What follows belongs to an exercise in optimizing a design on an open flow for small area, a short achievable clock period and few clock cycles per item; a production flow would make more cautious choices. At most, simulation tests tie the RTL to the original design; equivalence was not proved.

== gamma ==
==> flow/design.v <==
`timescale 1ns / 1ps
package epsm_pkg;
	localparam int MAX_PAT = 64;
	localparam int LEN_W   = $clog2(MAX_PAT) + 1;
	localparam int IDX_W   = 32;
	localparam int SYM_W   = 8;
	localparam logic [LEN_W-1:0] LEN_MAX = LEN_W'(MAX_PAT);
	localparam logic [1:0] FUNC_START  = 2'd0;
	localparam logic [1:0] FUNC_APPEND = 2'd1;
	localparam logic [1:0] FUNC_TEXT   = 2'd2;
	localparam logic [1:0] FUNC_NONE   = 2'd3;
endpackage
`timescale 1ns / 1ps
module exact_pattern_stream_matcher (
	input  logic                       clk,
	input  logic                       arst_n,
	input  logic                       in_valid,
	output logic                       in_stall,
	input  logic [1:0]                 func,
	input  logic [epsm_pkg::SYM_W-1:0] symbol,
	output logic                       out_valid,
	input  logic                       out_stall,
	output logic [epsm_pkg::IDX_W-1:0] match_start,
	output logic                       pattern_overflow
);
	localparam int N  = epsm_pkg::MAX_PAT;
	localparam int LW = epsm_pkg::LEN_W;
	localparam int PW = LW - 1;
	localparam int SW = epsm_pkg::SYM_W;
	localparam int IW = epsm_pkg::IDX_W;
	logic          in_stall_q;
	logic          ir_v;
	logic [1:0]    ir_f;
	logic [SW-1:0] ir_s;
	logic [SW-1:0] csym_q;     
	logic          gt_q;       
	logic          rc_q;       
	logic          gs_q;       
	logic          gw_q;       
	logic          gf_q;       
	logic          gv_q;       
	logic          xr_q;       
	logic          yr_q;       
	logic [SW-1:0] plast_q;    
	logic          len1_q;     
	logic          fill0_q;    
	logic          tok_q;      
	logic [PW-1:0] cyc_q;      
	logic [PW-1:0] zz_q;       
	logic [PW-1:0] sm_q;       
	logic [LW-1:0] len_q;
	logic [LW-1:0] fill_q;     
	logic [PW-1:0] tp_q;       
	logic          ovf_q;
	logic [IW-1:0] sc_q;       
	logic [SW-1:0] pat_q [N];
	logic [SW-1:0] txt_q [N];
	logic [N-1:0]  d_q;
	logic          v0, v1, block_q;
	logic [IW-1:0] st0;
	logic          ov0;
	logic len0, len_full;
	assign len0     = (len_q == '0);
	assign len_full = (len_q == epsm_pkg::LEN_MAX);
	logic [N-1:0] oh_zz, oh_sm;
	always_comb begin
		for (int s = 0; s < N; s++) begin
			oh_zz[s] = (zz_q == PW'(s));
			oh_sm[s] = (sm_q == PW'(s));
		end
	end
	logic         consume;
	logic [N-1:0] eq, d_step;
	assign consume = gt_q || rc_q;
	always_comb begin
		for (int s = 0; s < N; s++) begin
			eq[s] = (pat_q[s] == csym_q);
		end
		for (int s = 0; s < N; s++) begin
			d_step[s] = (d_q[s] || oh_zz[s]) && eq[(s + N - 1) % N];
		end
	end
	logic hit;
	assign hit = gt_q && !len0 && (len1_q || |(d_q & oh_sm)) && (plast_q == csym_q);
	logic [PW-1:0] cyc_d, zz_d, sm_d, tp_d;
	logic [LW-1:0] len_d, fill_d;
	logic [IW-1:0] sc_inc, sc_dec;
	assign cyc_d = cyc_q + PW'(1);
	assign zz_d  = gf_q ? PW'(1) : zz_q + PW'(1);
	assign sm_d  = gf_q ? PW'(1) : (gw_q ? sm_q : sm_q + PW'(1));
	assign tp_d  = gt_q ? cyc_d : tp_q;
	assign len_d = gs_q ? LW'(1) : (gw_q ? len_q + LW'(1) : len_q);
	assign fill_d = gs_q ? '0 : ((gt_q && !fill_q[LW-1]) ? fill_q + LW'(1) : fill_q);
	logic [IW/4-1:0] g1, g0, gc1, gc0;
	logic [IW-1:0]   c1, c0;
	for (genvar j = 0; j < IW / 4; j++) begin : g_grp
		assign g1[j] = &sc_q[4*j +: 4];
		assign g0[j] = ~|sc_q[4*j +: 4];
		if (j == 0) begin : g_first
			assign gc1[j] = 1'b1;
			assign gc0[j] = 1'b1;
		end else begin : g_rest
			assign gc1[j] = &g1[j-1:0];
			assign gc0[j] = &g0[j-1:0];
		end
		logic a01, a012, z01, z012;
		assign a01  = sc_q[4*j] & sc_q[4*j+1];
		assign a012 = a01 & sc_q[4*j+2];
		assign z01  = ~sc_q[4*j] & ~sc_q[4*j+1];
		assign z012 = z01 & ~sc_q[4*j+2];
		assign c1[4*j]   = gc1[j];
		assign c0[4*j]   = gc0[j];
		assign c1[4*j+1] = gc1[j] & sc_q[4*j];
		assign c0[4*j+1] = gc0[j] & ~sc_q[4*j];
		assign c1[4*j+2] = gc1[j] & a01;
		assign c0[4*j+2] = gc0[j] & z01;
		assign c1[4*j+3] = gc1[j] & a012;
		assign c0[4*j+3] = gc0[j] & z012;
	end
	assign sc_inc = sc_q ^ c1;
	assign sc_dec = sc_q ^ c0;
	logic pop, v0_d, v1_d, block_d;
	assign pop     = v0 && !out_stall;
	assign v0_d    = v1 || hit || (v0 && !pop);
	assign v1_d    = v1 ? !pop : (v0 && !pop && hit);
	assign block_d = (v1 && !pop) || (v1 && gt_q) || (v0 && !pop && gt_q);
	logic          irv_d;
	logic [1:0]    irf_d;
	logic [SW-1:0] irs_d;
	assign irv_d = in_stall_q ? ir_v : in_valid;
	assign irf_d = in_stall_q ? ir_f : func;
	assign irs_d = in_stall_q ? ir_s : symbol;
	logic n_text, n_app, n_start;
	assign n_text  = irv_d && (irf_d == epsm_pkg::FUNC_TEXT);
	assign n_app   = irv_d && (irf_d == epsm_pkg::FUNC_APPEND);
	assign n_start = irv_d && (irf_d == epsm_pkg::FUNC_START);
	logic app_ok_d, len0_d, lenf_d, txt_ok_d, rc_d, gt_d, ga_d, gs_d, wait_d;
	logic [PW-1:0] rlen;
	assign len0_d   = (len_d == '0);
	assign lenf_d   = (len_d == epsm_pkg::LEN_MAX);
	assign app_ok_d = len0_d || lenf_d || (sm_d == PW'(1));
	assign txt_ok_d = tok_q;
	assign rc_d     = n_text && !txt_ok_d && (xr_q || (rc_q && !yr_q));
	logic xr_d, yr_d;
	assign rlen = fill_q[LW-1] ? PW'(N - 1) : fill_q[PW-1:0];
	assign xr_d = !gt_q && !gs_q && (PW'(cyc_q + PW'(2)) == PW'(tp_q - rlen));
	assign yr_d = !gt_q && (PW'(cyc_q + PW'(2)) == tp_q);
	logic fill0_d, tok_d;
	assign fill0_d = gs_q || (fill0_q && !gt_q);
	assign tok_d   = gs_d || (fill0_d && !gt_d) || gt_d || (rc_d && yr_d);
	assign gt_d     = n_text && txt_ok_d && !block_d;
	assign ga_d     = n_app && app_ok_d && !block_d;
	assign gs_d     = n_start && !block_d;
	assign wait_d   = (n_text && !gt_d) || (n_app && !ga_d) || (n_start && block_d);
	always_ff @(posedge clk or negedge arst_n) begin
		if (!arst_n) begin
			ir_v       <= 1'b0;
			gt_q       <= 1'b0;
			rc_q       <= 1'b0;
			gs_q       <= 1'b0;
			gw_q       <= 1'b0;
			gf_q       <= 1'b0;
			gv_q       <= 1'b0;
			xr_q       <= 1'b0;
			yr_q       <= 1'b0;
			len1_q     <= 1'b0;
			fill0_q    <= 1'b1;
			tok_q      <= 1'b1;
			cyc_q      <= '0;
			zz_q       <= '0;
			sm_q       <= '0;
			len_q      <= '0;
			fill_q     <= '0;
			tp_q       <= '0;
			ovf_q      <= 1'b0;
			sc_q       <= '0;
			v0         <= 1'b0;
			v1         <= 1'b0;
			block_q    <= 1'b0;
		end else begin
			ir_v       <= irv_d;
			gt_q       <= gt_d;
			rc_q       <= rc_d;
			gs_q       <= gs_d;
			gw_q       <= gs_d || (ga_d && !lenf_d);
			gf_q       <= gs_d || (ga_d && len0_d);
			gv_q       <= ga_d && lenf_d;
			xr_q       <= xr_d;
			yr_q       <= yr_d;
			len1_q     <= (len_d == LW'(1));
			fill0_q    <= fill0_d;
			tok_q      <= tok_d;
			cyc_q      <= cyc_d;
			zz_q       <= zz_d;
			sm_q       <= sm_d;
			len_q      <= len_d;
			fill_q     <= fill_d;
			tp_q       <= tp_d;
			v0         <= v0_d;
			v1         <= v1_d;
			block_q    <= block_d;
			if (gs_q) begin
				ovf_q <= 1'b0;
				sc_q  <= '1;
			end else if (gv_q) begin
				ovf_q <= 1'b1;
			end else if (gw_q) begin
				sc_q <= sc_dec;
			end else if (gt_q) begin
				sc_q <= sc_inc;
			end
		end
	end
	always_ff @(posedge clk) begin
		in_stall_q <= wait_d;
		ir_f   <= irf_d;
		ir_s   <= irs_d;
		csym_q <= rc_d ? txt_q[N-2] : irs_d;
		if (gw_q) begin
			plast_q <= ir_s;
		end
	end
	always_ff @(posedge clk) begin
		for (int s = 1; s < N; s++) begin
			pat_q[s] <= pat_q[s-1];
			txt_q[s] <= txt_q[s-1];
		end
		pat_q[0] <= gw_q ? ir_s : pat_q[N-1];
		txt_q[0] <= gt_q ? ir_s : txt_q[N-1];
	end
	always_ff @(posedge clk) begin
		d_q <= consume ? d_step : '0;
	end
	always_ff @(posedge clk) begin
		if (!v0 || pop) begin
			st0 <= v1 ? sc_q : sc_inc;
			ov0 <= ovf_q;
		end
	end
	assign in_stall         = in_stall_q;
	assign out_valid        = v0;
	assign match_start      = st0;
	assign pattern_overflow = ov0;
endmodule
Settings: LEC_CHECK=0, CAP_MARGIN=20, CORE_MARGIN=2, CORE_UTILIZATION=40, CTS_CLUSTER_DIAMETER=100, CTS_CLUSTER_SIZE=28, SETUP_SLACK_MARGIN=2.75, SLEW_MARGIN=20; clock period 5.0 ns.
run.sh (not shown) runs the stock make flow with config.mk's settings and CLKGATE_MAP_FILE= SYNTH_SCRIPT=/design/flow/synth_recipe.tcl, a recipe that flattens the netlist after the stock synthesis.
Every stage of the flow completed for gamma, and the final layout passed the timing, design-rule and antenna checks.
#### Input delta (beta over gamma)
--- a/flow/design.v
+++ b/flow/design.v
@@ -57,8 +57,8 @@
 	logic [SW-1:0] txt_q [N];
 	logic [N-1:0]  d_q;
 	logic          v0, v1, block_q;
-	logic [IW-1:0] st0;
-	logic          ov0;
+	logic [IW-1:0] st0, st1;
+	logic          ov0, ov1;
 	logic len0, len_full;
 	assign len0     = (len_q == '0);
 	assign len_full = (len_q == epsm_pkg::LEN_MAX);
@@ -103,19 +103,14 @@
 			assign gc1[j] = &g1[j-1:0];
 			assign gc0[j] = &g0[j-1:0];
 		end
-		logic a01, a012, z01, z012;
-		assign a01  = sc_q[4*j] & sc_q[4*j+1];
-		assign a012 = a01 & sc_q[4*j+2];
-		assign z01  = ~sc_q[4*j] & ~sc_q[4*j+1];
-		assign z012 = z01 & ~sc_q[4*j+2];
 		assign c1[4*j]   = gc1[j];
 		assign c0[4*j]   = gc0[j];
 		assign c1[4*j+1] = gc1[j] & sc_q[4*j];
 		assign c0[4*j+1] = gc0[j] & ~sc_q[4*j];
-		assign c1[4*j+2] = gc1[j] & a01;
-		assign c0[4*j+2] = gc0[j] & z01;
-		assign c1[4*j+3] = gc1[j] & a012;
-		assign c0[4*j+3] = gc0[j] & z012;
+		assign c1[4*j+2] = gc1[j] & sc_q[4*j] & sc_q[4*j+1];
+		assign c0[4*j+2] = gc0[j] & ~sc_q[4*j] & ~sc_q[4*j+1];
+		assign c1[4*j+3] = gc1[j] & sc_q[4*j] & sc_q[4*j+1] & sc_q[4*j+2];
+		assign c0[4*j+3] = gc0[j] & ~sc_q[4*j] & ~sc_q[4*j+1] & ~sc_q[4*j+2];
 	end
 	assign sc_inc = sc_q ^ c1;
 	assign sc_dec = sc_q ^ c0;
@@ -134,7 +129,7 @@
 	assign n_text  = irv_d && (irf_d == epsm_pkg::FUNC_TEXT);
 	assign n_app   = irv_d && (irf_d == epsm_pkg::FUNC_APPEND);
 	assign n_start = irv_d && (irf_d == epsm_pkg::FUNC_START);
-	logic app_ok_d, len0_d, lenf_d, txt_ok_d, rc_d, gt_d, ga_d, gs_d, wait_d;
+	logic app_ok_d, len0_d, lenf_d, txt_ok_d, rc_d, gt_d, ga_d, wait_d;
 	logic [PW-1:0] rlen;
 	assign len0_d   = (len_d == '0);
 	assign lenf_d   = (len_d == epsm_pkg::LEN_MAX);
@@ -147,13 +142,13 @@
 	assign yr_d = !gt_q && (PW'(cyc_q + PW'(2)) == tp_q);
 	logic fill0_d, tok_d;
 	assign fill0_d = gs_q || (fill0_q && !gt_q);
-	assign tok_d   = gs_d || (fill0_d && !gt_d) || gt_d || (rc_d && yr_d);
+	assign tok_d   = n_start || (fill0_d && !gt_d) || gt_d || (rc_d && yr_d);
 	assign gt_d     = n_text && txt_ok_d && !block_d;
-	assign ga_d     = n_app && app_ok_d && !block_d;
-	assign gs_d     = n_start && !block_d;
-	assign wait_d   = (n_text && !gt_d) || (n_app && !ga_d) || (n_start && block_d);
+	assign ga_d     = n_app && app_ok_d;
+	assign wait_d   = (n_text && !gt_d) || (n_app && !app_ok_d);
 	always_ff @(posedge clk or negedge arst_n) begin
 		if (!arst_n) begin
+			in_stall_q <= 1'b0;
 			ir_v       <= 1'b0;
 			gt_q       <= 1'b0;
 			rc_q       <= 1'b0;
@@ -173,17 +168,18 @@
 			fill_q     <= '0;
 			tp_q       <= '0;
 			ovf_q      <= 1'b0;
-			sc_q       <= '0;
+			sc_q       <= IW'(1);
 			v0         <= 1'b0;
 			v1         <= 1'b0;
 			block_q    <= 1'b0;
 		end else begin
+			in_stall_q <= wait_d;
 			ir_v       <= irv_d;
 			gt_q       <= gt_d;
 			rc_q       <= rc_d;
-			gs_q       <= gs_d;
-			gw_q       <= gs_d || (ga_d && !lenf_d);
-			gf_q       <= gs_d || (ga_d && len0_d);
+			gs_q       <= n_start;
+			gw_q       <= n_start || (ga_d && !lenf_d);
+			gf_q       <= n_start || (ga_d && len0_d);
 			gv_q       <= ga_d && lenf_d;
 			xr_q       <= xr_d;
 			yr_q       <= yr_d;
@@ -201,7 +197,7 @@
 			block_q    <= block_d;
 			if (gs_q) begin
 				ovf_q <= 1'b0;
-				sc_q  <= '1;
+				sc_q  <= '0;
 			end else if (gv_q) begin
 				ovf_q <= 1'b1;
 			end else if (gw_q) begin
@@ -212,7 +208,6 @@
 		end
 	end
 	always_ff @(posedge clk) begin
-		in_stall_q <= wait_d;
 		ir_f   <= irf_d;
 		ir_s   <= irs_d;
 		csym_q <= rc_d ? txt_q[N-2] : irs_d;
@@ -233,8 +228,12 @@
 	end
 	always_ff @(posedge clk) begin
 		if (!v0 || pop) begin
-			st0 <= v1 ? sc_q : sc_inc;
-			ov0 <= ovf_q;
+			st0 <= v1 ? st1 : sc_q;
+			ov0 <= v1 ? ov1 : ovf_q;
+		end
+		if (!v1) begin
+			st1 <= sc_q;
+			ov1 <= ovf_q;
 		end
 	end
 	assign in_stall         = in_stall_q;
### Flow results
Looking at total wire length, beta sits about 5% below gamma.
Of gamma and beta, the run reporting the higher synthesized cell count was gamma.
beta packs its core looser than gamma.
NOTE: slack of the critical path in beta exceeds that of gamma
Compare gamma and beta | share of cell area taken by flip-flops and latches higher: beta
When beta is measured against gamma, its flop-to-flop setup slack turns out 220 ps higher.
Delta(total instance count after detailed placement, beta - gamma) < 0
The run showing the greater area of all placed cells without fillers is gamma.
The adder-cell area share of the yosys netlist in beta sits 0.62 points below the value recorded for gamma.
Sort gamma and beta by clock sink count asc -> top: gamma
Testbench counts of beta, summed over its fixed seeds: cycles 23,488, items 23,488.
The RTL of gamma was laid out without a check of its function.

[port drivers added, routing unchanged]
The flow's constraints put no driver on any port. The routed layouts listed below were extracted and timed again, unchanged, in two steps.
Step 1: set_driving_cell puts a clkbuf_16 on clk and a buf_2 on each other input, an assumption about the parent block.
Step 2 adds t to the input delays and takes it off the output delays; t is the mean of the earliest and latest rising clock arrival at the registers after step 1. Input paths then give back, and output paths get back, about the clock's delay inside the block.
Slacks: ideal ports / drivers / drivers and shift; pairs: ideal ports / drivers.
run	t, ns	slack for setup (ns)	worst hold slack (ns)	worst setup path after step 2	worst register clock-pin slew, ns
gamma	0.708	2.553 / 2.553 / 2.052	0.299 / 0.299 / 0.299	input to register	0.11 / 0.11
beta	0.711	2.705 / 2.643 / 2.296	0.296 / 0.296 / 0.296	input to register	0.12 / 0.12
After both steps setup and hold are still met in every run listed. For gamma, which loses most, drivers alone change the setup slack by 0.000 ns; drivers and shift together by -0.501 ns.
